From an optimization exercise on the open Yosys and OpenROAD flow, aimed at small area and a short achievable clock period; shortcuts taken in it are not production practice. Only simulation tests tie the RTL to the original design; equivalence was not proved. Power figures rest on the tool's default switching activity, not on a simulated workload.

`flow/design.v`:
```
package wave_capture_pkg;
   typedef enum logic [1:0] {
      IDLE    = 2'd0,
      ARMED   = 2'd1,
      CAPTURE = 2'd2,
      FULL    = 2'd3
   } cap_state_e;
   localparam logic [7:0] OFFSET_XOR = 8'h80;
   localparam int         SAMPLE_MSB = 15;
   localparam int         BYTE_W     = 8;
   function automatic logic [BYTE_W-1:0] to_offset(
      input logic [SAMPLE_MSB:0] s
   );
      to_offset = s[SAMPLE_MSB -: BYTE_W] ^ OFFSET_XOR;
   endfunction
   function automatic logic rising_zc(
      input logic [SAMPLE_MSB:0] prev,
      input logic [SAMPLE_MSB:0] cur
   );
      rising_zc = prev[SAMPLE_MSB] & ~cur[SAMPLE_MSB];
   endfunction
endpackage
module wave_capture_ram
#(
   parameter int ADDR_WIDTH = 8
) (
   input  logic                clk_i,
   input  logic                rst_ni,
   input  logic                we_i,       
   input  logic                last_i,     
   input  logic [wave_capture_pkg::BYTE_W-1:0] wdata_i,
   input  logic                publish_i,  
   input  logic [ADDR_WIDTH-1:0] raddr_i,
   output logic [wave_capture_pkg::BYTE_W-1:0] rdata_o
);
   localparam int BW    = wave_capture_pkg::BYTE_W;
   localparam int DEPTH = 1 << ADDR_WIDTH;
   logic [BW-1:0]          hold_q;
   logic                   shift_q;
   logic [BW*(DEPTH-1)-1:0] chain_q;    
   logic [BW*DEPTH-1:0]    disp_q;      
   always_ff @(posedge clk_i) begin
      if (we_i) hold_q <= wdata_i;
   end
   always_ff @(posedge clk_i or negedge rst_ni) begin
      if (!rst_ni) shift_q <= 1'b0;
      else         shift_q <= we_i & ~last_i;
   end
   always_ff @(posedge clk_i) begin
      if (shift_q) chain_q <= {hold_q, chain_q[BW*(DEPTH-1)-1:BW]};
   end
   always_ff @(posedge clk_i) begin
      if (publish_i) disp_q <= {hold_q, chain_q};
   end
   localparam int NC0  = 16;           
   localparam int NC1  = 4;            
   logic [7:0]    q0 [NC0];    
   logic [7:0]    q1 [NC1];    
   logic [3:0]    q2;          
   logic [BW-1:0] rdata_d;
   logic [BW-1:0] rdata_q;
   for (genvar c = 0; c < NC0; c++) begin : g_q0
      wc_dec3 u_dec (.a(raddr_i[2:0]), .y(q0[c]));
   end
   for (genvar c = 0; c < NC1; c++) begin : g_q1
      wc_dec3 u_dec (.a(raddr_i[5:3]), .y(q1[c]));
   end
   wc_dec2 u_q2 (.a(raddr_i[7:6]), .y(q2));
   for (genvar b = 0; b < BW; b++) begin : g_bit
      logic [31:0] m1;
      logic [3:0]  m2;
      for (genvar j = 0; j < 32; j++) begin : g_m1
         logic [7:0] d;
         for (genvar v = 0; v < 8; v++) begin : g_d
            assign d[v] = disp_q[BW*(8*j+v) + b];
         end
         wc_mux8oh u (.q(q0[(32*b + j) / 16]), .d(d), .y(m1[j]));
      end
      for (genvar j = 0; j < 4; j++) begin : g_m2
         wc_mux8oh u (.q(q1[b % NC1]), .d(m1[8*j +: 8]), .y(m2[j]));
      end
      wc_mux4oh u_m3 (.q(q2), .d(m2), .y(rdata_d[b]));
   end
   always_ff @(posedge clk_i) begin
      rdata_q <= rdata_d;
   end
   assign rdata_o = rdata_q;
endmodule
module wc_mux8oh (input logic [7:0] q, input logic [7:0] d, output logic y);
   assign y = ~(~((q[0] & d[0]) | (q[1] & d[1])) & ~((q[2] & d[2]) | (q[3] & d[3])) &
                ~((q[4] & d[4]) | (q[5] & d[5])) & ~((q[6] & d[6]) | (q[7] & d[7])));
endmodule
module wc_dec3 (input logic [2:0] a, output logic [7:0] y);
   for (genvar v = 0; v < 8; v++) begin : g_v
      assign y[v] = (a == 3'(v));
   end
endmodule
module wc_mux4oh (input logic [3:0] q, input logic [3:0] d, output logic y);
   assign y = ~(~((q[0] & d[0]) | (q[1] & d[1])) & ~((q[2] & d[2]) | (q[3] & d[3])));
endmodule
module wc_dec2 (input logic [1:0] a, output logic [3:0] y);
   assign y[0] = ~a[1] & ~a[0];
   assign y[1] = ~a[1] &  a[0];
   assign y[2] =  a[1] & ~a[0];
   assign y[3] =  a[1] &  a[0];
endmodule
module wc_nand2 (input logic a, b, output logic y);
   assign y = ~(a & b);
endmodule
module wc_a22oi (input logic a1, a2, b1, b2, output logic y);
   assign y = ~((a1 & a2) | (b1 & b2));
endmodule
module wave_capture
#(
   parameter int ADDR_WIDTH = 8
) (
   input  logic                  clk,
   input  logic                  reset,
   input  logic                  new_sample,
   input  logic [15:0]           sample_in,
   input  logic                  enable,
   input  logic                  frame_sync,
   input  logic [ADDR_WIDTH-1:0] read_addr,
   output logic [7:0]            read_data,
   output logic                  new_wave,
   output logic [1:0]            capture_state
);
   wave_capture_pkg::cap_state_e state_q;
   logic                  prev_neg_q;   
   logic [ADDR_WIDTH-1:0] cnt_q;
   logic                  new_wave_q;
   logic                  zc;
   logic                  tmo;
   logic                  trig;
   logic                  we;
   logic                  last;
   logic                  publish;
   assign zc   = prev_neg_q & ~sample_in[15];
   assign tmo  = &cnt_q;
   assign trig = new_sample & (zc | tmo);
   assign we      = enable & ((state_q == wave_capture_pkg::ARMED) ? trig :
                               (state_q == wave_capture_pkg::CAPTURE) & new_sample);
   assign publish = enable & (state_q == wave_capture_pkg::FULL) & frame_sync;
   assign last = (state_q == wave_capture_pkg::CAPTURE) & tmo;
   always_ff @(posedge clk or negedge reset) begin
      if (!reset) begin
         state_q    <= wave_capture_pkg::IDLE;
         prev_neg_q <= 1'b0;
         new_wave_q <= 1'b0;
      end else begin
         new_wave_q <= publish;
         if (new_sample) begin
            prev_neg_q <= sample_in[15];
         end
         if (!enable) begin
            state_q <= wave_capture_pkg::IDLE;
         end else begin
            unique case (state_q)
               wave_capture_pkg::IDLE:    state_q <= wave_capture_pkg::ARMED;
               wave_capture_pkg::ARMED:   if (trig) state_q <= wave_capture_pkg::CAPTURE;
               wave_capture_pkg::CAPTURE: if (new_sample & tmo) state_q <= wave_capture_pkg::FULL;
               wave_capture_pkg::FULL:    if (frame_sync) state_q <= wave_capture_pkg::ARMED;
               default: state_q <= wave_capture_pkg::IDLE;
            endcase
         end
      end
   end
   always_ff @(posedge clk) begin
      if (enable) begin
         unique case (state_q)
            wave_capture_pkg::IDLE: cnt_q <= '0;
            wave_capture_pkg::ARMED: begin
               if (trig)            cnt_q <= ADDR_WIDTH'(1);
               else if (new_sample) cnt_q <= cnt_q + ADDR_WIDTH'(1);
            end
            wave_capture_pkg::CAPTURE: if (new_sample) cnt_q <= cnt_q + ADDR_WIDTH'(1);
            wave_capture_pkg::FULL:    if (frame_sync) cnt_q <= '0;
            default: begin end
         endcase
      end
   end
   wave_capture_ram #(
      .ADDR_WIDTH(ADDR_WIDTH)
   ) u_ram (
      .clk_i    (clk),
      .rst_ni   (reset),
      .we_i     (we),
      .last_i   (last),
      .wdata_i  (wave_capture_pkg::to_offset(sample_in)),
      .publish_i(publish),
      .raddr_i  (read_addr),
      .rdata_o  (read_data)
   );
   assign new_wave      = new_wave_q;
   assign capture_state = state_q;
endmodule
```
`flow/run.sh`:
```
#!/bin/bash
# synth_recipe.tcl (not shown) runs the flow's synth.tcl, then flattens the netlist and writes it again
# the make line also repeats each setting of config.mk as NAME=value (left out here)
make -C /OpenROAD-flow-scripts/flow DESIGN_CONFIG=/design/flow/config.mk WORK_HOME=/design/flow/orfs CLKGATE_MAP_FILE= SYNTH_SCRIPT=/design/flow/synth_recipe.tcl finish
```
`flow/config.mk`:
```
export PLATFORM = sky130hd
export DESIGN_NAME = wave_capture
export DESIGN_NICKNAME = wave_capture
export VERILOG_FILES = /design/flow/design.v
export SDC_FILE = /design/flow/constraint.sdc
export NUM_CORES = 4
export LEC_CHECK = 0
export CAP_MARGIN = 20
export CORE_MARGIN = 2
export CORE_UTILIZATION = 75
export CTS_BUF_LIST = sky130_fd_sc_hd__clkbuf_16
export CTS_CLUSTER_DIAMETER = 100
export CTS_CLUSTER_SIZE = 20
export SETUP_SLACK_MARGIN = 2.7
export SLEW_MARGIN = 20
export SYNTH_HIERARCHICAL = 1
export SYNTH_MINIMUM_KEEP_SIZE = 0
```
`flow/constraint.sdc`:
```
create_clock -name core_clock -period 5.0 [get_ports {clk}]
set_input_delay 1.0000 -clock core_clock [delete_from_list [all_inputs] [get_ports {clk}]]
set_output_delay 1.0000 -clock core_clock [all_outputs]
set_load 0.01 [all_outputs]
```
==> flow_metrics.env, run 1 <==
export IMPL_outcome="complete, no violations"
export IMPL_p_switching_mw=12.3
export IMPL_grt_overflow=0
export IMPL_power_share_sequential=0.643
export IMPL_wl_per_cell_um=29.4
export IMPL_cp_max_fo=2
export IMPL_die_h_um=430
export IMPL_grt_pass1_wl_mm=373
export IMPL_cpLargestDelayFamily="flip-flops"
export IMPL_antenna_left=0
export IMPL_area_growth_pct=10.7
export IMPL_postCtsHoldBufs=0
export IMPL_dr_wl_met2_mm=127
export IMPL_place_congestion=0.770
export IMPL_drive_above_1_share=0.118
export IMPL_cellInternalPower_mw=47.7
export IMPL_synth_edff_count=4104
export IMPL_cts_max_level=4
export IMPL_clock_latency_ns=0.88
export IMPL_grt_antenna_before_repair=4
export IMPL_hold_violations=0
export IMPL_clkPwrFrac=0.306
export IMPL_cp_startpoint="state_q[0]"
export IMPL_design_die_area_um2=185000
export IMPL_wirelength_met1_mm=103
export IMPL_leakagePower_nw=35.3
export IMPL_first_iter_violations=7651
export IMPL_clk_path_buf_depth=3
export IMPL_dpl_hpwl_mm=131
export IMPL_synthDominantCellAreaShare=0.907
export IMPL_io_buffers=31
export IMPL_irDropWorstVdd_mv=0.377
export IMPL_r2r_cells=6
export IMPL_synth_ff_type="edfxtp_1"
export IMPL_grt_usage=0.273
export IMPL_met3_length_mm=23.6
export IMPL_syn_area_um2=136000
export IMPL_yosysTopAreaCell="edfxtp_1"
export IMPL_drv_cap=0
export IMPL_rsz0062_at_grt="true"
export IMPL_start_kind="register"
export IMPL_initial_core_util=0.754
export IMPL_hp_class="primary input to async pin"
export IMPL_slew_limit_headroom=0.242
export IMPL_worst_ep_arrival_time_ns=1.42
export IMPL_period_share=0.484
export IMPL_slowest_stage="dfrtp_2"
export IMPL_yosysWarnings=10
export IMPL_reg2reg_from="state_q[0]"
export IMPL_fin_crit_ns=2.42
export IMPL_via_count=61443
export IMPL_cts_root_buf="clkbuf_16"
export IMPL_ios=40
export IMPL_ys_types=37
export IMPL_core_um2=180000
export IMPL_reg2reg_to="u_ram.disp_q[1208]"
export IMPL_synth_nets=5841
export IMPL_async_flop_share=0.00121
export IMPL_syn_avg_cell_area_um2=23.4
export IMPL_drc=0
export IMPL_rows=156
export IMPL_drt_first_pass_iters=6
export IMPL_synth_seq_cells=4117
export IMPL_routed_wl_mm=260
export IMPL_die_w_um=430
export IMPL_final_common_cell="edfxtp_1"
export IMPL_clock_skew_ns=0.0303
export IMPL_p_total_mw=60.0
export IMPL_synth_cells=5807
export IMPL_worst_path_stages=1
export IMPL_finalSetupViolations=0
export IMPL_yosysSeqAreaShare=0.909
export IMPL_cp_buffers_inverters=1
export IMPL_cts_buffers=223
export IMPL_reg2reg_slack_ns=2.75
export IMPL_slowest_delay_ns=0.43
export IMPL_setup_tns_ns=0
export IMPL_grt_pass1_vias=60343
export IMPL_worstMarginPinSlew_ns=1.13
export IMPL_cts_tree="done"
export IMPL_p_comb_frac=0.051
export IMPL_final_cell_mix="edfxtp_1 (4104), a22oi_1 (1145), nand4_1 (291)"
export IMPL_top_layer="met4"
export IMPL_path_class="register to output port"
export IMPL_path_cells="buf_6"
export IMPL_vias_per_cell=6.94
export IMPL_crit_end="capture_state[0]"
export IMPL_swShare=0.205
export IMPL_synthTopCellsByArea="edfxtp_1 (91%), a22oi_1 (6.5%), nand4_1 (1.3%), and3b_2 (0.44%), nor3b_1 (0.33%)"
export IMPL_nets=6399
export IMPL_grt_max_degree=180
export IMPL_fillers=7749
export IMPL_crit_required_ns=4.00
export IMPL_path_clk_slew_ns=0.08
export IMPL_cp_end_kind="output port"
export IMPL_timing_fmax_mhz=413
export IMPL_maxSlewViolCount=0
export IMPL_cts_sinks=4117
export IMPL_power_per_cell_area_nw_per_um2=398
==> power by group through the flow <==
stage / logic, mW / clock network [mW] / registers, mW
after global placement: 2.66 / 0 / 39.4
after global routing: 3.27 / 19.7 / 38.6
final: 3.04 / 18.3 / 38.6
after floorplan: 1.01 / 0 / 41.2
after CTS: 2.92 / 18.6 / 38.6
after detailed placement: 2.74 / 0 / 39.4
==> state kept, by name, summed over array words and instances (netlist names) <==
signal	count
u_ram.shift_q	1
new_wave_q	1
cnt_q	8
u_ram.disp_q	2048
prev_neg_q	1
u_ram.chain_q	2040
u_ram.hold_q	8
u_ram.rdata_q	8
state_q	2
==> cells in the mapped netlist (3+ instances only) <==
cell type and n:
edfxtp_1 4104, a22oi_1 1168, nand4_1 291, and3b_2 60
nor3b_1 60, and3_2 20, nor3_1 20, nand2_1 13
nor2_1 13, dfxtp_1 8, dfrtp_1 5, ha_1 5
inv_1 5, xor2_1 5, nand3_1 3, o21ai_2 3
==> per-module statistics from Yosys (local to each module, per instance), a selection <==
module | flops+latches | times used | area, um2 | cells
wc_mux4oh | 0 | 8 | 18.8 | 3
wc_mux8oh | 0 | 288 | 36.3 | 5
wc_dec2 | 0 | 1 | 26.3 | 4
wc_dec3 | 0 | 20 | 65.1 | 8
wave_capture | 12 | 1 | 777 | 73
==> worst min-delay path by stage <==
stage / from / to / slack, ns / cells past startpoint
3_5_place_dp: u_ram.chain_q[6] / u_ram.disp_q[6] / 0.41 / 0
2_1_floorplan: u_ram.chain_q[0] / u_ram.disp_q[0] / 0.40 / 0
5_1_grt: reset / new_wave_q / 0.35 / 1
3_3_place_gp: u_ram.chain_q[6] / u_ram.disp_q[6] / 0.40 / 0
6_report: reset / new_wave_q / 0.36 / 1
4_1_cts: reset / new_wave_q / 0.30 / 1
==> through the flow <==
step	utilization	instance area (um2)	hold slack (ns)	worst slack, ns	instances
2_1_floorplan	-	136000	0.400	-11.33	5807
3_3_place_gp	0.785	142000	0.401	1.11	8364
3_5_place_dp	0.785	142000	0.406	0.955	8364
4_1_cts	0.828	149000	0.297	2.51	8786
5_1_grt	0.834	150000	0.349	2.52	8857
6_report	0.834	151000	0.355	2.58	8859
==> kinds of logic (layout without fill, tap and decap cells) <==
| family | after synthesis | in the layout | synth area share |
|---|---|---|---|
| AO/OA/AOI/OAI | 1178 | 1178 | 0.0651 |
| XOR/XNOR | 7 | 7 | 0.000451 |
| adder cells (fa/ha/maj) | 5 | 5 | 0.000460 |
| buffers and inverters | 6 | 679 | 0.000193 |
| flip-flops | 4117 | 4117 | 0.909 |
| multiplexers | 2 | 2 | 0.000157 |
| other | 0 | 3 | 0 |
| AND/OR/NAND/NOR | 492 | 498 | 0.0247 |
==> metal layers <==
metal / vias to the layer above / global-route usage
met1: 31885 / 0.406
li1: 26074 / -
met2: 3071 / 0.436
met4: 0 / 0.0765
met5: - / 0.00182
met3: 413 / 0.0445
==> area by class of cell <==
type / count / area [um2] / area share
Tap cell: 2370 / 2970 / 0.0197
Clock buffer: 235 / 5880 / 0.0391
Inverter: 5 / 18.8 / 0.000125
Sequential cell: 4117 / 124000 / 0.821
Timing Repair Buffer: 328 / 4200 / 0.0279
Multi-Input combinational cell: 1690 / 13500 / 0.0894
Clock inverter: 111 / 433 / 0.00288
Antenna cell: 3 / 7.51 / 0.0000499
==> what timing repair did <==
| item | in CTS | in global routing |
|---|---|---|
| setup endpoints to repair | 1853 | 895 |
| cloned | 9 | 16 |
| resized for setup | 128 | 82 |
| setup buffers | 67 | 54 |
| pin swaps | 24 | 26 |
==> inputs of run 2 (changes only) <==
--- a/flow/config.mk
+++ b/flow/config.mk
@@ -7,7 +7,7 @@
 export LEC_CHECK = 0
 export CAP_MARGIN = 20
 export CORE_MARGIN = 2
-export CORE_UTILIZATION = 75
+export CORE_UTILIZATION = 80
 export CTS_BUF_LIST = sky130_fd_sc_hd__clkbuf_16
 export CTS_CLUSTER_DIAMETER = 100
 export CTS_CLUSTER_SIZE = 20
==> flow_metrics.env, run 2 <==
export IMPL_outcome="complete, no violations"
export IMPL_wl_per_cell_um=38.0
export IMPL_cp_end_kind="register"
export IMPL_yosysMostFrequentCell="edfxtp_1"
export IMPL_grt_max_degree=147
export IMPL_final_cell_mix="edfxtp_1 (4104), a22oi_1 (1084), nand4_1 (291)"
export IMPL_worst_ep_arrival_time_ns=3.52
export IMPL_r2r_cells=6
export IMPL_place_congestion=0.778
export IMPL_cts_max_level=4
export IMPL_via_count=67898
export IMPL_reg2reg_to="u_ram.hold_q[6]"
export IMPL_slew_limit_headroom=0.267
export IMPL_synth_seq_cells=4117
export IMPL_final_common_cell="edfxtp_1"
export IMPL_clock_latency_ns=0.90
export IMPL_p_total_mw=61.2
export IMPL_fin_crit_ns=2.75
export IMPL_synthTopCellsByArea="edfxtp_1 (91%), a22oi_1 (6.5%), nand4_1 (1.3%), and3b_2 (0.44%), nor3b_1 (0.33%)"
export IMPL_holdWs_ns=0.349
export IMPL_syn_area_um2=136000
export IMPL_clk_path_buf_depth=3
export IMPL_largest_register_ffs=2048
export IMPL_cts_sinks=4117
export IMPL_core_um2=169000
export IMPL_period_share=0.550
export IMPL_hp_class="primary input to async pin"
export IMPL_ios=40
export IMPL_synth_ff_type="edfxtp_1"
export IMPL_rows=151
export IMPL_path_class="primary input to register"
export IMPL_reg2reg_slack_ns=2.69
export IMPL_synth_nets=5841
export IMPL_rsz0062_at_grt="true"
export IMPL_reg2reg_from="cnt_q[0]"
export IMPL_fillers=4848
export IMPL_grt_pass1_vias=65314
export IMPL_path_clk_slew_ns=0.09
export IMPL_irDropWorstVdd_mv=0.529
export IMPL_async_flop_share=0.00121
export IMPL_leakagePower_nw=35.7
export IMPL_regMostFlops="u_ram.disp_q"
export IMPL_cts_buffers=223
export IMPL_drt_first_pass_iters=9
export IMPL_worstMarginPinSlew_ns=1.10
export IMPL_initial_core_util=0.804
export IMPL_antenna_left=0
export IMPL_yosysTopAreaCell="edfxtp_1"
export IMPL_drc=0
export IMPL_drive_above_1_share=0.136
export IMPL_design_die_area_um2=173000
export IMPL_postCtsHoldBufs=0
export IMPL_die_w_um=416
export IMPL_hold_violations=0
export IMPL_yosysSeqAreaShare=0.909
export IMPL_clock_skew_ns=0.0361
export IMPL_grt_usage=0.335
export IMPL_cts_tree="done"
export IMPL_cts_root_buf="clkbuf_16"
export IMPL_drv_cap=0
export IMPL_yosysWarnings=10
export IMPL_die_h_um=416
export IMPL_nets=6461
export IMPL_timing_fmax_mhz=364
export IMPL_grt_antenna_before_repair=10
export IMPL_top_regs="u_ram.disp_q: 2048 flops, u_ram.chain_q: 2040 flops"
export IMPL_vias_per_cell=7.76
export IMPL_dpl_hpwl_mm=136
export IMPL_routed_wl_mm=332
export IMPL_dp_cells=8213
export IMPL_grt_overflow=0
export IMPL_cp_max_fo=12
export IMPL_synth_cells=5807
export IMPL_ys_types=37
export IMPL_syn_avg_cell_area_um2=23.4
export IMPL_synthDominantCellAreaShare=0.907
export IMPL_first_iter_violations=12172
export IMPL_maxSlewViolCount=0
export IMPL_setup_tns_ns=0
export IMPL_start_kind="primary input"
export IMPL_synth_edff_count=4104
export IMPL_grt_pass1_wl_mm=420
export IMPL_finalSetupViolations=0
export IMPL_area_growth_pct=11.6
export IMPL_final_cells=8752
export IMPL_io_buffers=31
export IMPL_synth_top_cells_by_count="edfxtp_1 (4104), a22oi_1 (1168), nand4_1 (291)"
export IMPL_crit_required_ns=5.77
export IMPL_power_per_cell_area_nw_per_um2=403
run 2: worst max-delay path, cell delays in order:
cell and delay (ns):
buf_16 0.20, buf_16 0.18, and3b_4 0.30, buf_4 0.17
a22oi_1 0.23, nand4_1 0.16, a22oi_1 0.54, nand4_1 0.29
a22oi_2 0.29, nand2_1 0.14
run 2: logic make-up (layout without fill, tap and decap cells):
family	count (synthesis)	count (layout)	synth area share
DFF	4117	4117	0.909
AOI/OAI and AO/OA	1178	1178	0.0651
and+or+nand+nor	492	509	0.0247
xor gates and xnor gates	7	7	0.000451
buffers and inverters	6	704	0.000193
adders and majority gates	5	5	0.000460
muxes	2	2	0.000157
other	0	12	0
run 2: area by class of cell:
class / instances / area, um2 / area share
repair buffers: 379 / 5150 / 0.0340
well taps: 2218 / 2780 / 0.0183
inverters: 5 / 18.8 / 0.000124
flip-flops and latches: 4117 / 124000 / 0.815
diodes: 12 / 30.0 / 0.000198
multi-input cells: 1701 / 13900 / 0.0919
clock buffers: 233 / 5830 / 0.0385
clock inverters: 87 / 348 / 0.00229
run 2: where the power goes:
part	internal [mW]	switching (mW)
Combinational	0.972	2.42
Clock	8.33	10.8
Sequential	38.4	0.223
run 2: per-layer routing:
| metal | vias up | track usage | part of all wire |
|---|---|---|---|
| met1 | 34278 | 0.462 | 0.32 |
| met4 | 8 | 0.131 | 0.053 |
| met2 | 6236 | 0.551 | 0.50 |
| met5 | - | 0 | 0.00017 |
| li1 | 26196 | - | - |
| met3 | 1180 | 0.0609 | 0.12 |
run 2: worst max-delay path by stage:
stage,from,endpoint,cells past startpoint
CTS,state_q[0],capture_state[0],1
floorplan,frame_sync,new_wave_q,1
finish,read_addr[2],u_ram.rdata_q[2],10
global placement,read_addr[2],u_ram.rdata_q[2],9
global route,read_addr[2],u_ram.rdata_q[2],10
detailed placement,read_addr[2],u_ram.rdata_q[4],9
run 2: metrics by stage:
step           instance area (um2)   util  setup WS (ns)
4_1_cts                     149000  0.884           2.52
2_1_floorplan               136000      -         -11.33
5_1_grt                     152000  0.897           2.32
6_report                    152000  0.897           2.25
3_5_place_dp                142000  0.837           1.02
3_3_place_gp                142000  0.837           1.14
run 2: what timing repair did:
action | in CTS | in global routing
cloned | 12 | 35
resized for setup | 154 | 155
pin swaps | 25 | 72
setup endpoints to repair | 1702 | 231
buffers inserted | 79 | 81
run 2: per-module statistics from Yosys, one instance, submodules excluded, a selection:
module	area, um2	flip-flops and latches	copies in the design
wave_capture	777	12	1
wc_mux8oh	36.3	0	288
wc_mux4oh	18.8	0	8
wc_dec2	26.3	0	1
wc_dec3	65.1	0	20
==> inputs of run 3 (changes only) <==
--- a/flow/config.mk
+++ b/flow/config.mk
@@ -7,11 +7,11 @@
 export LEC_CHECK = 0
 export CAP_MARGIN = 20
 export CORE_MARGIN = 2
-export CORE_UTILIZATION = 80
+export CORE_UTILIZATION = 75
 export CTS_BUF_LIST = sky130_fd_sc_hd__clkbuf_16
 export CTS_CLUSTER_DIAMETER = 100
 export CTS_CLUSTER_SIZE = 20
-export SETUP_SLACK_MARGIN = 2.7
+export SETUP_SLACK_MARGIN = 2.5
 export SLEW_MARGIN = 20
 export SYNTH_HIERARCHICAL = 1
 export SYNTH_MINIMUM_KEEP_SIZE = 0
==> flow_metrics.env, run 3 <==
export IMPL_yosysTopAreaCell="edfxtp_1"
export IMPL_outcome="complete, no violations"
export IMPL_grt_antenna_before_repair=7
export IMPL_maxSlewViolCount=0
export IMPL_fin_crit_ns=2.52
export IMPL_cellInternalPower_mw=47.6
export IMPL_yosysSeqAreaShare=0.909
export IMPL_timing_fmax_mhz=397
export IMPL_largest_register_ffs=2048
export IMPL_io_buffers=31
export IMPL_multi_input_area_um2=13200
export IMPL_cp_buffers_inverters=2
export IMPL_clock_latency_ns=0.88
export IMPL_rows=156
export IMPL_power_per_cell_area_nw_per_um2=401
export IMPL_yosysWarnings=10
export IMPL_grt_usage=0.267
export IMPL_period_share=0.503
export IMPL_core_um2=180000
export IMPL_design_die_area_um2=185000
export IMPL_power_share_sequential=0.646
export IMPL_via_count=60338
export IMPL_leakagePower_nw=34.6
export IMPL_hold_violations=0
export IMPL_nets=6307
export IMPL_final_cell_mix="edfxtp_1 (4104), a22oi_1 (1164), nand4_1 (291)"
export IMPL_grt_max_degree=180
export IMPL_antenna_left=0
export IMPL_grt_pass1_vias=59807
export IMPL_cp_max_fo=17
export IMPL_cts_max_level=4
export IMPL_ys_types=37
export IMPL_clock_skew_ns=0.0269
export IMPL_path_clk_slew_ns=0.09
export IMPL_drt_first_pass_iters=6
export IMPL_synth_nets=5841
export IMPL_regArea_um2=124000
export IMPL_vias_per_cell=6.88
export IMPL_cts_sinks=4117
export IMPL_synth_top_cells_by_count="edfxtp_1 (4104), a22oi_1 (1168), nand4_1 (291)"
export IMPL_path_class="primary input to register"
export IMPL_fillers=8013
export IMPL_cp_end_kind="register"
export IMPL_final_core_util=0.825
export IMPL_finalSetupViolations=0
export IMPL_yosysMostFrequentCell="edfxtp_1"
export IMPL_top_regs="u_ram.disp_q: 2048 flops, u_ram.chain_q: 2040 flops"
export IMPL_p_switching_mw=12.1
export IMPL_synth_cells=5807
export IMPL_die_h_um=430
export IMPL_drv_cap=0
export IMPL_ios=40
export IMPL_synth_seq_cells=4117
export IMPL_synthTopCellsByArea="edfxtp_1 (91%), a22oi_1 (6.5%), nand4_1 (1.3%), and3b_2 (0.44%), nor3b_1 (0.33%)"
export IMPL_drc=0
export IMPL_area_growth_pct=9.45
export IMPL_synth_ff_type="edfxtp_1"
export IMPL_clkPwrFrac=0.306
export IMPL_setup_tns_ns=0
export IMPL_swShare=0.203
export IMPL_cts_root_buf="clkbuf_16"
export IMPL_routed_wl_mm=249
export IMPL_wl_per_cell_um=28.4
export IMPL_drive_above_1_share=0.102
export IMPL_regMostFlops="u_ram.disp_q"
export IMPL_worst_ep_arrival_time_ns=3.32
export IMPL_rsz0062_at_grt="true"
export IMPL_die_w_um=430
export IMPL_cts_buffers=223
export IMPL_grt_overflow=0
export IMPL_first_iter_violations=7272
export IMPL_syn_avg_cell_area_um2=23.4
export IMPL_synthDominantCellAreaShare=0.907
export IMPL_cts_tree="done"
export IMPL_grt_pass1_wl_mm=366
export IMPL_slowest_stage="nor3b_4"
export IMPL_initial_core_util=0.754
export IMPL_clk_path_buf_depth=3
export IMPL_final_common_cell="edfxtp_1"
export IMPL_p_comb_frac=0.047
export IMPL_hp_class="primary input to async pin"
export IMPL_cpLargestDelayFamily="simple AND/OR/NAND/NOR gates"
export IMPL_worstMarginPinSlew_ns=1.13
export IMPL_irDropWorstVdd_mv=0.422
export IMPL_async_flop_share=0.00121
export IMPL_place_congestion=0.770
export IMPL_postCtsHoldBufs=0
export IMPL_crit_required_ns=5.80
export IMPL_start_kind="primary input"
export IMPL_crit_top_cell="a22oi_1"
export IMPL_dpl_hpwl_mm=131
export IMPL_slew_limit_headroom=0.243
export IMPL_path_cells="buf_16 -> buf_4 -> nor3b_4 -> a22oi_1 -> nand4_1 -> a22oi_1 -> nand4_1 -> a22oi_1 -> nand2_1"
export IMPL_syn_area_um2=136000
export IMPL_slowest_delay_ns=0.87
export IMPL_synth_edff_count=4104
==> run 3: cell counts after synthesis <==
Identical to the previous run, type by type.
==> run 3: cell families after synthesis <==
kind of cell | share of synthesized area
AO/OA/AOI/OAI | 0.0651
XOR/XNOR | 0.000451
adder cells (fa/ha/maj) | 0.000460
buffers and inverters | 0.000193
flip-flops | 0.909
multiplexers | 0.000157
AND/OR/NAND/NOR | 0.0247
==> run 3: power by group through the flow <==
stage | combinational, mW | sequential [mW] | clock (mW)
floorplan | 1.01 | 41.2 | 0
global placement | 2.66 | 39.4 | 0
detailed placement | 2.74 | 39.4 | 0
CTS | 2.78 | 38.6 | 18.6
global route | 3.05 | 38.6 | 19.7
finish | 2.82 | 38.6 | 18.3
==> run 3: per-layer routing <==
layer  vias to the layer above  wire length (um)  GRT usage
met5                         -               151          0
met4                         6              6590     0.0743
li1                      25881                 -          -
met2                      2697            121000      0.424
met3                       424             22000     0.0468
met1                     31330             99600      0.397
==> run 3: area by class of cell <==
type,count,area share
clock buffers,235,0.0395
repair buffers,242,0.0183
clock inverters,111,0.00291
inverters,5,0.000126
diodes,2,0.0000336
well taps,2370,0.0199
flip-flops and latches,4117,0.831
multi-input cells,1684,0.0886
==> run 3: final timing paths <==
check	startpoint	to	slack (ns)	depth (start not counted)
setup / recovery	read_addr[2]	u_ram.rdata_q[6]	2.48	9
setup reg to reg	state_q[1]	u_ram.disp_q[571]	2.60	5
min in group core_clock	u_ram.chain_q[4]	u_ram.disp_q[4]	0.43	0
max in group asynchronous	reset	state_q[0]	4.40	1
hold reg to reg	u_ram.chain_q[4]	u_ram.disp_q[4]	0.43	0
hold / removal	reset	new_wave_q	0.35	1
==> run 3: Yosys stat by module (local to each module, per instance), excerpt <==
module        flops+latches  cell area [um2]  times used
wc_mux8oh                 0             36.3         288
wc_dec2                   0             26.3           1
wc_mux4oh                 0             18.8           8
wc_dec3                   0             65.1          20
wave_capture             12              777           1
==> run 3: what timing repair did <==
action / CTS / global route
gates cloned: 2 / 1
pin swaps: 7 / 11
gates resized for setup: 66 / 25
setup endpoints to repair: 465 / 132
buffers inserted: 20 / 31
==> run 3: through the flow <==
step                      total power, mW  setup slack, ns  cells  hold WS, ns  area [um2]
after floorplan                      42.2           -11.33   5807        0.400      136000
after global placement               42.0             1.11   8364        0.401      142000
after detailed placement             42.1            0.955   8364        0.406      142000
after CTS                            60.0             2.40   8732        0.297      148000
after global routing                 61.3             2.46   8765        0.346      149000
final                                59.7             2.48   8766        0.355      149000
==> run 3: worst register-to-register path, stage by stage, from the launching register on <==
cell,delay [ns]
dfrtp_1,0.36
buf_4,0.13
ha_1,0.18
and3_4,0.38
buf_12,0.25
buf_12,0.54
==> inputs of run 4 (changes only) <==
--- a/flow/design.v
+++ b/flow/design.v
@@ -91,9 +91,22 @@
                 ~((q[4] & d[4]) | (q[5] & d[5])) & ~((q[6] & d[6]) | (q[7] & d[7])));
 endmodule
 module wc_dec3 (input logic [2:0] a, output logic [7:0] y);
+   logic [2:0] an;
+   for (genvar k = 0; k < 3; k++) begin : g_n
+      wc_inv u_inv (.a(a[k]), .y(an[k]));
+   end
    for (genvar v = 0; v < 8; v++) begin : g_v
-      assign y[v] = (a == 3'(v));
-   end
+      logic n;
+      wc_nand3 u_nand (.a(v[0] ? a[0] : an[0]), .b(v[1] ? a[1] : an[1]),
+                       .c(v[2] ? a[2] : an[2]), .y(n));
+      wc_inv   u_inv  (.a(n), .y(y[v]));
+   end
+endmodule
+module wc_nand3 (input logic a, b, c, output logic y);
+   assign y = ~(a & b & c);
+endmodule
+module wc_inv (input logic a, output logic y);
+   assign y = ~a;
 endmodule
 module wc_mux4oh (input logic [3:0] q, input logic [3:0] d, output logic y);
    assign y = ~(~((q[0] & d[0]) | (q[1] & d[1])) & ~((q[2] & d[2]) | (q[3] & d[3])));
--- a/flow/config.mk
+++ b/flow/config.mk
@@ -11,7 +11,7 @@
 export CTS_BUF_LIST = sky130_fd_sc_hd__clkbuf_16
 export CTS_CLUSTER_DIAMETER = 100
 export CTS_CLUSTER_SIZE = 20
-export SETUP_SLACK_MARGIN = 2.5
+export SETUP_SLACK_MARGIN = 2.7
 export SLEW_MARGIN = 20
 export SYNTH_HIERARCHICAL = 1
 export SYNTH_MINIMUM_KEEP_SIZE = 0
==> flow_metrics.env, run 4 <==
export IMPL_fin_crit_ns=2.51
export IMPL_grt_pass1_vias=62827
export IMPL_cellInternalPower_mw=47.7
export IMPL_die_w_um=430
export IMPL_cts_sinks=4117
export IMPL_yosysSeqAreaShare=0.907
export IMPL_grt_usage=0.287
export IMPL_path_class="primary input to register"
export IMPL_io_buffers=31
export IMPL_drive_above_1_share=0.142
export IMPL_clkPwrFrac=0.304
export IMPL_dp_cells=8526
export IMPL_grt_max_degree=116
export IMPL_drt_first_pass_iters=7
export IMPL_post_place_ws_ns=0.923
export IMPL_place_area_um2=141000
export IMPL_design_die_area_um2=185000
export IMPL_final_cell_mix="edfxtp_1 (4104), a22oi_1 (1105), nand4_1 (291)"
export IMPL_place_congestion=0.760
export IMPL_setup_tns_ns=0
export IMPL_first_iter_violations=8134
export IMPL_synth_nets=6061
export IMPL_synth_seq_cells=4117
export IMPL_synth_edff_count=4104
export IMPL_drv_cap=0
export IMPL_cp_end_kind="register"
export IMPL_maxSlewViolCount=0
export IMPL_timing_fmax_mhz=399
export IMPL_syn_avg_cell_area_um2=22.6
export IMPL_largest_register_ffs=2048
export IMPL_synthTopCellsByArea="edfxtp_1 (90%), a22oi_1 (6.4%), nand4_1 (1.3%), inv_1 (0.62%), nand3_1 (0.60%)"
export IMPL_regMostFlops="u_ram.disp_q"
export IMPL_async_flop_share=0.00121
export IMPL_path_clk_slew_ns=0.08
export IMPL_final_common_cell="edfxtp_1"
export IMPL_worst_ep_arrival_time_ns=3.24
export IMPL_crit_required_ns=5.74
export IMPL_p_switching_mw=12.5
export IMPL_outcome="complete, no violations"
export IMPL_irDropWorstVdd_mv=0.379
export IMPL_synth_top_cells_by_count="edfxtp_1 (4104), a22oi_1 (1168), nand4_1 (291)"
export IMPL_clk_path_buf_depth=3
export IMPL_finalSetupViolations=0
export IMPL_power_per_cell_area_nw_per_um2=393
export IMPL_yosysTopAreaCell="edfxtp_1"
export IMPL_cts_root_buf="clkbuf_16"
export IMPL_wl_per_cell_um=29.7
export IMPL_nets=6764
export IMPL_yosysWarnings=10
export IMPL_ios=40
export IMPL_num_antenna_cells=0
export IMPL_rsz0062_at_grt="true"
export IMPL_holdWs_ns=0.363
export IMPL_p_comb_frac=0.054
export IMPL_routed_wl_mm=273
export IMPL_design_area_um2=153000
export IMPL_multi_input_area_um2=12400
export IMPL_yosysMostFrequentCell="edfxtp_1"
export IMPL_synth_ff_type="edfxtp_1"
export IMPL_slew_limit_headroom=0.372
export IMPL_swShare=0.207
export IMPL_cp_max_fo=27
export IMPL_dpl_hpwl_mm=129
export IMPL_clock_skew_ns=0.0262
export IMPL_antenna_left=0
export IMPL_power_share_sequential=0.642
export IMPL_area_growth_pct=12.3
export IMPL_grt_overflow=0
export IMPL_grt_antenna_before_repair=0
export IMPL_worstMarginPinSlew_ns=0.941
export IMPL_via_count=63877
export IMPL_die_h_um=430
export IMPL_cts_max_level=4
export IMPL_ys_types=33
export IMPL_core_um2=181000
export IMPL_period_share=0.501
export IMPL_worst_slack_ns=2.49
export IMPL_clock_latency_ns=0.87
export IMPL_grt_pass1_wl_mm=389
export IMPL_top_regs="u_ram.disp_q: 2048 flops, u_ram.chain_q: 2040 flops"
export IMPL_cts_buffers=223
export IMPL_hp_class="primary input to async pin"
export IMPL_rows=156
export IMPL_leakagePower_nw=36.3
export IMPL_syn_area_um2=136000
export IMPL_start_kind="primary input"
export IMPL_cts_tree="done"
export IMPL_fillers=7321
export IMPL_hold_violations=0
export IMPL_synthDominantCellAreaShare=0.905
export IMPL_final_cells=9216
export IMPL_synth_cells=6027
export IMPL_vias_per_cell=6.93
export IMPL_postCtsHoldBufs=0
export IMPL_drc=0
export IMPL_regArea_um2=124000
export IMPL_initial_core_util=0.755
run 4: final timing paths:
check                                  from                 to  depth (start not counted)  slack [ns]
max reg2reg                      state_q[0]  u_ram.disp_q[306]                          7        2.75
max in group asynchronous             reset      u_ram.shift_q                          1        4.41
min reg2reg                u_ram.chain_q[6]    u_ram.disp_q[6]                          0        0.42
min in group core_clock    u_ram.chain_q[6]    u_ram.disp_q[6]                          0        0.42
min                                   reset         prev_neg_q                          1        0.36
max                            read_addr[0]   u_ram.rdata_q[2]                         10        2.49
run 4: timing repair:
item | in CTS | in global routing
gates resized for setup | 232 | 156
setup endpoints to repair | 1998 | 899
setup buffers | 271 | 54
pin swaps | 6 | 56
gates cloned | 19 | 5
run 4: cell type report:
class / instances / share of cell area
clock buffer: 231 / 0.0378
clock inverter: 110 / 0.00287
inverter: 225 / 0.00896
multi-input combinational: 1685 / 0.0813
sequential: 4117 / 0.808
tap: 2370 / 0.0194
timing repair buffer: 478 / 0.0418
run 4: per-layer routing:
layer / track usage / share of wire / wire, um
met5: 0 / 0 / 0
met2: 0.456 / 0.49 / 135000
met1: 0.412 / 0.38 / 105000
met3: 0.0527 / 0.090 / 24500
met4: 0.102 / 0.034 / 9400
run 4: Yosys stat by module (local to each module, per instance), a selection:
module / cells / cell area [um2]
wc_mux4oh: 3 / 18.8
wc_inv: 1 / 3.75
wc_mux8oh: 5 / 36.3
wave_capture: 73 / 777
wc_nand3: 1 / 5.00
wc_dec2: 4 / 26.3
run 4: cell families (layout without fill, tap and decap cells):
logic type / after synthesis / after routing / synth area share
muxes: 2 / 2 / 0.000156
xor gates and xnor gates: 7 / 7 / 0.000450
adders and majority gates: 5 / 5 / 0.000459
and+or+nand+nor: 492 / 493 / 0.0210
DFF: 4117 / 4117 / 0.907
AOI/OAI and AO/OA: 1178 / 1178 / 0.0650
buffers and inverters: 226 / 1044 / 0.00625
run 4: per-stage QoR:
stage | utilization | total power, mW
after detailed placement | 0.780 | 42.1
after CTS | 0.839 | 60.0
after floorplan | - | 42.2
after global placement | 0.780 | 42.0
after global routing | 0.847 | 61.7
final | 0.847 | 60.1
run 4: worst max-delay path: stages:
cell and delay [ns]:
bufbuf_16 0.33, nand3_2 0.13, clkinvlp_4 0.12, buf_12 0.16, a22oi_1 0.25, nand4_1 0.27
a22oi_2 0.29, nand4_1 0.22, a22oi_2 0.34, nand2_1 0.10
run 4: power by group through the flow:
stage                     Combinational, mW  Clock (mW)  Sequential, mW
after floorplan                        1.02           0            41.2
after global placement                 2.58           0            39.4
after detailed placement               2.66           0            39.4
after CTS                              3.06        18.4            38.6
after global routing                   3.46        19.6            38.6
final                                  3.24        18.3            38.6
==> inputs of run 5 (changes only) <==
--- a/flow/config.mk
+++ b/flow/config.mk
@@ -11,7 +11,7 @@
 export CTS_BUF_LIST = sky130_fd_sc_hd__clkbuf_16
 export CTS_CLUSTER_DIAMETER = 100
 export CTS_CLUSTER_SIZE = 20
-export SETUP_SLACK_MARGIN = 2.7
+export SETUP_SLACK_MARGIN = 2.9
 export SLEW_MARGIN = 20
 export SYNTH_HIERARCHICAL = 1
 export SYNTH_MINIMUM_KEEP_SIZE = 0
==> flow_metrics.env, run 5 <==
export IMPL_outcome="complete, no violations"
export IMPL_yosysTopAreaCell="edfxtp_1"
export IMPL_fin_crit_ns=2.59
export IMPL_path_cells="buf_16 -> buf_12 -> clkinvlp_4 -> buf_4 -> nand3_2 -> clkinvlp_4 -> buf_12 -> buf_6 -> a22oi_1 -> nand4_1 -> a22oi_2 -> nand4_1 -> a22oi_1 -> nand2_1"
export IMPL_routed_wl_mm=290
export IMPL_area_growth_pct=13.5
export IMPL_die_w_um=430
export IMPL_setup_tns_ns=0
export IMPL_final_common_cell="edfxtp_1"
export IMPL_synth_nets=6061
export IMPL_slowest_delay_ns=0.28
export IMPL_core_um2=181000
export IMPL_rsz0062_at_grt="true"
export IMPL_synth_cells=6027
export IMPL_final_core_util=0.856
export IMPL_async_flop_share=0.00121
export IMPL_top_regs="u_ram.disp_q: 2048 flops, u_ram.chain_q: 2040 flops"
export IMPL_syn_area_um2=136000
export IMPL_crit_required_ns=5.73
export IMPL_cts_max_level=4
export IMPL_clk_path_buf_depth=3
export IMPL_nets=6838
export IMPL_wl_per_cell_um=31.2
export IMPL_timing_fmax_mhz=385
export IMPL_die_h_um=430
export IMPL_largest_register_ffs=2048
export IMPL_slowest_stage="a22oi_2"
export IMPL_grt_max_degree=116
export IMPL_path_class="primary input to register"
export IMPL_dpl_hpwl_mm=129
export IMPL_yosysWarnings=10
export IMPL_clock_latency_ns=0.89
export IMPL_drt_first_pass_iters=8
export IMPL_synth_edff_count=4104
export IMPL_multi_input_area_um2=12600
export IMPL_place_congestion=0.760
export IMPL_ys_types=33
export IMPL_first_iter_violations=8482
export IMPL_cts_root_buf="clkbuf_16"
export IMPL_leakagePower_nw=36.9
export IMPL_initial_core_util=0.755
export IMPL_design_area_um2=155000
export IMPL_ios=40
export IMPL_cp_end_kind="register"
export IMPL_vias_per_cell=7.01
export IMPL_start_kind="primary input"
export IMPL_grt_pass1_wl_mm=405
export IMPL_finalSetupViolations=0
export IMPL_worstMarginPinSlew_ns=0.915
export IMPL_dp_cells=8526
export IMPL_regArea_um2=124000
export IMPL_period_share=0.519
export IMPL_worst_ep_arrival_time_ns=3.33
export IMPL_path_clk_slew_ns=0.08
export IMPL_drc=0
export IMPL_power_per_cell_area_nw_per_um2=391
export IMPL_cts_sinks=4117
export IMPL_grt_pass1_vias=64085
export IMPL_design_die_area_um2=185000
export IMPL_final_cell_mix="edfxtp_1 (4104), a22oi_1 (1080), nand4_1 (291)"
export IMPL_cp_max_fo=5
export IMPL_slew_limit_headroom=0.389
export IMPL_synth_seq_cells=4117
export IMPL_place_area_um2=141000
export IMPL_syn_avg_cell_area_um2=22.6
export IMPL_post_place_ws_ns=0.923
export IMPL_hp_class="primary input to async pin"
export IMPL_irDropWorstVdd_mv=0.379
export IMPL_drive_above_1_share=0.157
export IMPL_drv_cap=0
export IMPL_grt_overflow=0
export IMPL_yosysSeqAreaShare=0.907
export IMPL_synth_top_cells_by_count="edfxtp_1 (4104), a22oi_1 (1168), nand4_1 (291)"
export IMPL_io_buffers=31
export IMPL_grt_usage=0.301
export IMPL_yosysMostFrequentCell="edfxtp_1"
export IMPL_synthTopCellsByArea="edfxtp_1 (90%), a22oi_1 (6.4%), nand4_1 (1.3%), inv_1 (0.62%), nand3_1 (0.60%)"
export IMPL_via_count=65168
export IMPL_cts_buffers=223
export IMPL_regMostFlops="u_ram.disp_q"
export IMPL_antenna_left=0
export IMPL_synthDominantCellAreaShare=0.905
export IMPL_cts_tree="done"
export IMPL_synth_ff_type="edfxtp_1"
export IMPL_worst_slack_ns=2.41
export IMPL_clock_skew_ns=0.0325
export IMPL_fillers=6916
export IMPL_hold_violations=0
export IMPL_maxSlewViolCount=0
export IMPL_final_cells=9294
export IMPL_grt_antenna_before_repair=5
export IMPL_rows=156
run 5: area by class of cell:
cell class | count | share of cell area
Antenna cell | 4 | 0.0000647
Clock buffer | 231 | 0.0374
Clock inverter | 110 | 0.00284
Inverter | 225 | 0.00898
Multi-Input combinational cell | 1685 | 0.0816
Sequential cell | 4117 | 0.799
Tap cell | 2370 | 0.0192
Timing Repair Buffer | 552 | 0.0508
run 5: where the power goes:
part / leakage [nW] / internal, mW / total, mW / switching (mW)
Combinational: 7.58 / 1.12 / 3.50 / 2.38
Clock: 3.43 / 8.27 / 18.4 / 10.2
Sequential: 25.9 / 38.4 / 38.6 / 0.169
run 5: critical path, delay by kind of cell:
family | cells | cell delay, ns
buffers and inverters | 7 | 1.05
AND/OR/NAND/NOR | 4 | 0.58
AO/OA/AOI/OAI | 3 | 0.66
run 5: metal layers:
layer  global-route usage  vias to the layer above  wire length [um]
met5                    0                        -                38
met4                0.106                        4             11800
met3               0.0512                      685             28700
met2                0.488                     4039            143000
met1                0.427                    33485            107000
li1                     -                    26955                 -
run 5: per-stage QoR:
| step | hold WS (ns) | power (mW) |
|---|---|---|
| final | 0.359 | 60.5 |
| after global routing | 0.328 | 61.9 |
| after CTS | 0.306 | 60.2 |
| after detailed placement | 0.408 | 42.1 |
| after global placement | 0.403 | 42.0 |
| after floorplan | 0.400 | 42.2 |
run 5: Yosys stat by module (local to each module, per instance), excerpt:
module / flops+latches / times used / area (um2)
wave_capture: 12 / 1 / 777
wc_nand3: 0 / 160 / 5.00
wc_inv: 0 / 220 / 3.75
wc_mux8oh: 0 / 288 / 36.3
wc_dec2: 0 / 1 / 26.3
wc_mux4oh: 0 / 8 / 18.8
run 5: logic make-up after synthesis:
| logic type | count (synthesis) | share of synthesized area |
|---|---|---|
| DFF | 4117 | 0.907 |
| adders and majority gates | 5 | 0.000459 |
| xor gates and xnor gates | 7 | 0.000450 |
| AOI/OAI and AO/OA | 1178 | 0.0650 |
| muxes | 2 | 0.000156 |
| buffers and inverters | 226 | 0.00625 |
| and+or+nand+nor | 492 | 0.0210 |
run 5: what timing repair did:
action,in CTS,in global routing
endpoints found under the hold margin,0,0
pin swaps,65,80
setup buffers,346,30
setup endpoints to repair,3536,1357
hold buffers,0,0
gates cloned,28,19
gates resized for setup,373,118
run 5: worst paths after layout:
path / to / depth (start not counted) / start / slack, ns
worst max-delay path: u_ram.rdata_q[6] / 14 / read_addr[1] / 2.41
worst min-delay path: u_ram.shift_q / 1 / reset / 0.36
worst max register to register: u_ram.disp_q[1048] / 6 / state_q[0] / 2.88
worst min register to register: u_ram.chain_q[658] / 0 / u_ram.chain_q[666] / 0.43
max in group asynchronous: u_ram.shift_q / 1 / reset / 4.40
min in group core_clock: u_ram.chain_q[658] / 0 / u_ram.chain_q[666] / 0.43
==> inputs of run 6 (changes only) <==
--- a/flow/design.v
+++ b/flow/design.v
@@ -52,8 +52,8 @@
    always_ff @(posedge clk_i) begin
       if (publish_i) disp_q <= {hold_q, chain_q};
    end
-   localparam int NC0  = 16;           
-   localparam int NC1  = 4;            
+   localparam int NC0  = 32;           
+   localparam int NC1  = 8;            
    logic [7:0]    q0 [NC0];    
    logic [7:0]    q1 [NC1];    
    logic [3:0]    q2;          
@@ -74,7 +74,7 @@
          for (genvar v = 0; v < 8; v++) begin : g_d
             assign d[v] = disp_q[BW*(8*j+v) + b];
          end
-         wc_mux8oh u (.q(q0[(32*b + j) / 16]), .d(d), .y(m1[j]));
+         wc_mux8oh u (.q(q0[(32*b + j) / 8]), .d(d), .y(m1[j]));
       end
       for (genvar j = 0; j < 4; j++) begin : g_m2
          wc_mux8oh u (.q(q1[b % NC1]), .d(m1[8*j +: 8]), .y(m2[j]));
--- a/flow/config.mk
+++ b/flow/config.mk
@@ -11,7 +11,7 @@
 export CTS_BUF_LIST = sky130_fd_sc_hd__clkbuf_16
 export CTS_CLUSTER_DIAMETER = 100
 export CTS_CLUSTER_SIZE = 20
-export SETUP_SLACK_MARGIN = 2.9
+export SETUP_SLACK_MARGIN = 2.7
 export SLEW_MARGIN = 20
 export SYNTH_HIERARCHICAL = 1
 export SYNTH_MINIMUM_KEEP_SIZE = 0
==> flow_metrics.env, run 6 <==
export IMPL_timing_fmax_mhz=409
export IMPL_slowest_delay_ns=0.27
export IMPL_die_h_um=433
export IMPL_synth_cells=6407
export IMPL_hp_class="primary input to async pin"
export IMPL_clock_latency_ns=0.88
export IMPL_nets=6917
export IMPL_rows=157
export IMPL_ios=40
export IMPL_ys_types=33
export IMPL_cp_buffers_inverters=6
export IMPL_cts_max_level=4
export IMPL_reg2reg_slack_ns=2.74
export IMPL_yosysSeqAreaShare=0.896
export IMPL_drv_cap=0
export IMPL_yosysWarnings=10
export IMPL_cts_root_buf="clkbuf_16"
export IMPL_worstMarginPinSlew_ns=1.25
export IMPL_fin_crit_ns=2.44
export IMPL_die_w_um=433
export IMPL_hold_violations=0
export IMPL_grt_antenna_before_repair=4
export IMPL_yosysMostFrequentCell="edfxtp_1"
export IMPL_period_share=0.489
export IMPL_via_count=64091
export IMPL_clk_path_buf_depth=3
export IMPL_yosysTopAreaCell="edfxtp_1"
export IMPL_initial_core_util=0.754
export IMPL_p_total_mw=59.8
export IMPL_drt_first_pass_iters=14
export IMPL_antenna_left=0
export IMPL_worst_ep_arrival_time_ns=3.19
export IMPL_top_regs="u_ram.disp_q: 2048 flops, u_ram.chain_q: 2040 flops"
export IMPL_crit_required_ns=5.74
export IMPL_grt_max_degree=153
export IMPL_cts_buffers=223
export IMPL_place_congestion=0.802
export IMPL_finalSetupViolations=0
export IMPL_cp_end_kind="register"
export IMPL_r2r_cells=7
export IMPL_reg2reg_to="u_ram.disp_q[1045]"
export IMPL_cpLargestDelayFamily="buffers and inverters"
export IMPL_cts_sinks=4117
export IMPL_synthDominantCellAreaShare=0.894
export IMPL_slowest_stage="a22oi_2"
export IMPL_grt_overflow=0
export IMPL_leakagePower_nw=37.7
export IMPL_drive_above_1_share=0.0898
export IMPL_synth_top_cells_by_count="edfxtp_1 (4104), a22oi_1 (1168), inv_1 (445)"
export IMPL_final_cell_mix="edfxtp_1 (4104), a22oi_1 (1102), inv_1 (488)"
export IMPL_start_kind="primary input"
export IMPL_synth_nets=6441
export IMPL_cp_max_fo=8
export IMPL_routed_wl_mm=263
export IMPL_synth_ff_type="edfxtp_1"
export IMPL_path_cells="buf_16 -> buf_16 -> buf_4 -> buf_6 -> buf_6 -> nand3_4 -> clkinvlp_4 -> a22oi_2 -> nand4_1 -> a22oi_1 -> nand4_1 -> a22oi_2 -> nand2_2"
export IMPL_postCtsHoldBufs=0
export IMPL_dpl_hpwl_mm=140
export IMPL_irDropWorstVdd_mv=0.444
export IMPL_io_buffers=31
export IMPL_maxSlewViolCount=0
export IMPL_regMostFlops="u_ram.disp_q"
export IMPL_grt_pass1_wl_mm=376
export IMPL_fillers=8046
export IMPL_path_clk_slew_ns=0.08
export IMPL_grt_usage=0.271
export IMPL_core_um2=183000
export IMPL_synth_edff_count=4104
export IMPL_worst_path_stages=13
export IMPL_async_flop_share=0.00121
export IMPL_path_class="primary input to register"
export IMPL_clock_skew_ns=0.0354
export IMPL_final_common_cell="edfxtp_1"
export IMPL_syn_avg_cell_area_um2=21.5
export IMPL_wl_per_cell_um=27.9
export IMPL_slew_limit_headroom=0.163
export IMPL_synthTopCellsByArea="edfxtp_1 (89%), a22oi_1 (6.4%), nand4_1 (1.3%), inv_1 (1.2%), nand3_1 (1.2%)"
export IMPL_rsz0062_at_grt="true"
export IMPL_largest_register_ffs=2048
export IMPL_first_iter_violations=8647
export IMPL_setup_tns_ns=0
export IMPL_power_per_cell_area_nw_per_um2=395
export IMPL_synth_seq_cells=4117
export IMPL_cts_tree="done"
export IMPL_syn_area_um2=138000
export IMPL_area_growth_pct=9.78
export IMPL_design_die_area_um2=187000
export IMPL_grt_pass1_vias=62414
export IMPL_drc=0
export IMPL_outcome="complete, no violations"
export IMPL_reg2reg_from="state_q[0]"
export IMPL_vias_per_cell=6.79
## run 6: metrics by stage
stage / setup slack, ns / util / area [um2] / instances / hold slack (ns)
2_1_floorplan: -11.33 / - / 138000 / 6407 / 0.400
3_3_place_gp: 1.36 / 0.781 / 143000 / 9030 / 0.402
3_5_place_dp: 1.26 / 0.781 / 143000 / 9030 / 0.407
4_1_cts: 2.53 / 0.819 / 150000 / 9373 / 0.293
5_1_grt: 2.49 / 0.827 / 151000 / 9438 / 0.319
6_report: 2.56 / 0.828 / 151000 / 9442 / 0.355
## run 6: what timing repair did
action / 4_1_cts / 5_1_grt
gates resized for setup: 122 / 176
endpoints found under the setup margin: 1679 / 1779
setup buffers: 13 / 47
gates cloned: 14 / 18
pin swaps: 5 / 68
## run 6: kinds of logic after synthesis
| family | share of synthesized area |
|---|---|
| adders and majority gates | 0.000454 |
| muxes | 0.000154 |
| and+or+nand+nor | 0.0265 |
| DFF | 0.896 |
| buffers and inverters | 0.0122 |
| xor gates and xnor gates | 0.000445 |
| AOI/OAI and AO/OA | 0.0642 |
## run 6: per-module statistics from Yosys, one instance, submodules excluded, excerpt
module / flops+latches / area (um2)
wc_mux8oh: 0 / 36.3
wave_capture: 12 / 777
wc_dec2: 0 / 26.3
wc_inv: 0 / 3.75
wc_mux4oh: 0 / 18.8
wc_nand3: 0 / 5.00
## run 6: report_power, final
part	internal, mW	switching, mW	total, mW
sequential	38.4	0.182	38.6
combinational	0.852	2.24	3.09
clock	8.17	9.89	18.1
## run 6: area by class of cell
cell class / instances / area, um2 / share of cell area
clock buffers: 229 / 5730 / 0.0379
inverters: 445 / 1770 / 0.0117
well taps: 2464 / 3080 / 0.0204
flip-flops and latches: 4117 / 124000 / 0.816
repair buffers: 251 / 3690 / 0.0244
diodes: 4 / 10.0 / 0.0000661
clock inverters: 87 / 368 / 0.00243
multi-input cells: 1845 / 13200 / 0.0869
## run 6: worst max-delay path by stage
stage / start / end / slack [ns]
after floorplan: frame_sync / new_wave_q / -11.33
after global placement: read_addr[0] / u_ram.rdata_q[2] / 1.36
after detailed placement: read_addr[1] / u_ram.rdata_q[4] / 1.26
after CTS: state_q[0] / capture_state[0] / 2.53
after global routing: read_addr[2] / u_ram.rdata_q[6] / 2.49
final: read_addr[2] / u_ram.rdata_q[2] / 2.56
## run 6: worst reg2reg max path, stage by stage, from the launching register on
cell	delay [ns]
dfrtp_2	0.40
buf_4	0.15
ha_2	0.24
and3_4	0.30
buf_12	0.15
buf_12	0.23
buf_16	0.25
buf_16	0.23
## run 6: per-layer routing
metal  global-route usage  wire length [um]
met2                0.424            128000
met5                    0                 0
met3               0.0484             26500
met1                0.401            101000
met4               0.0853              7540

what the ideal ports hide:
How much do the figures lean on ideal ports? The routed layouts below were timed once more, with nothing changed but the port constraints. Step 1: set_driving_cell puts a clkbuf_16 on clk and a buf_2 on each other input, an assumption about the parent block. Step 2 times the ports against the registers' clock, not the clock port: input delays grow and output delays shrink by t, the midpoint of the rising clock arrivals with the driver on. a / b / c = ideal ports / drivers / drivers and shift; a / b = the first two.
run | shift t [ns] | setup slack, ns | worst setup path at the end
run 1 | 0.962 | 2.581 / 2.261 / 1.300 | input to register
run 2 | 0.983 | 2.250 / 1.876 / 0.893 | input to register
run 3 | 0.953 | 2.483 / 2.260 / 1.307 | input to register
run 4 | 0.948 | 2.495 / 2.218 / 1.270 | input to register
run 5 | 0.956 | 2.405 / 2.091 / 1.135 | input to register
run 6 | 0.945 | 2.556 / 2.256 / 1.311 | input to register
After both steps every run listed still meets setup and hold. The setup slack of run 2, which loses most, moves by -0.374 ns with the drivers and by -1.357 ns with both steps.
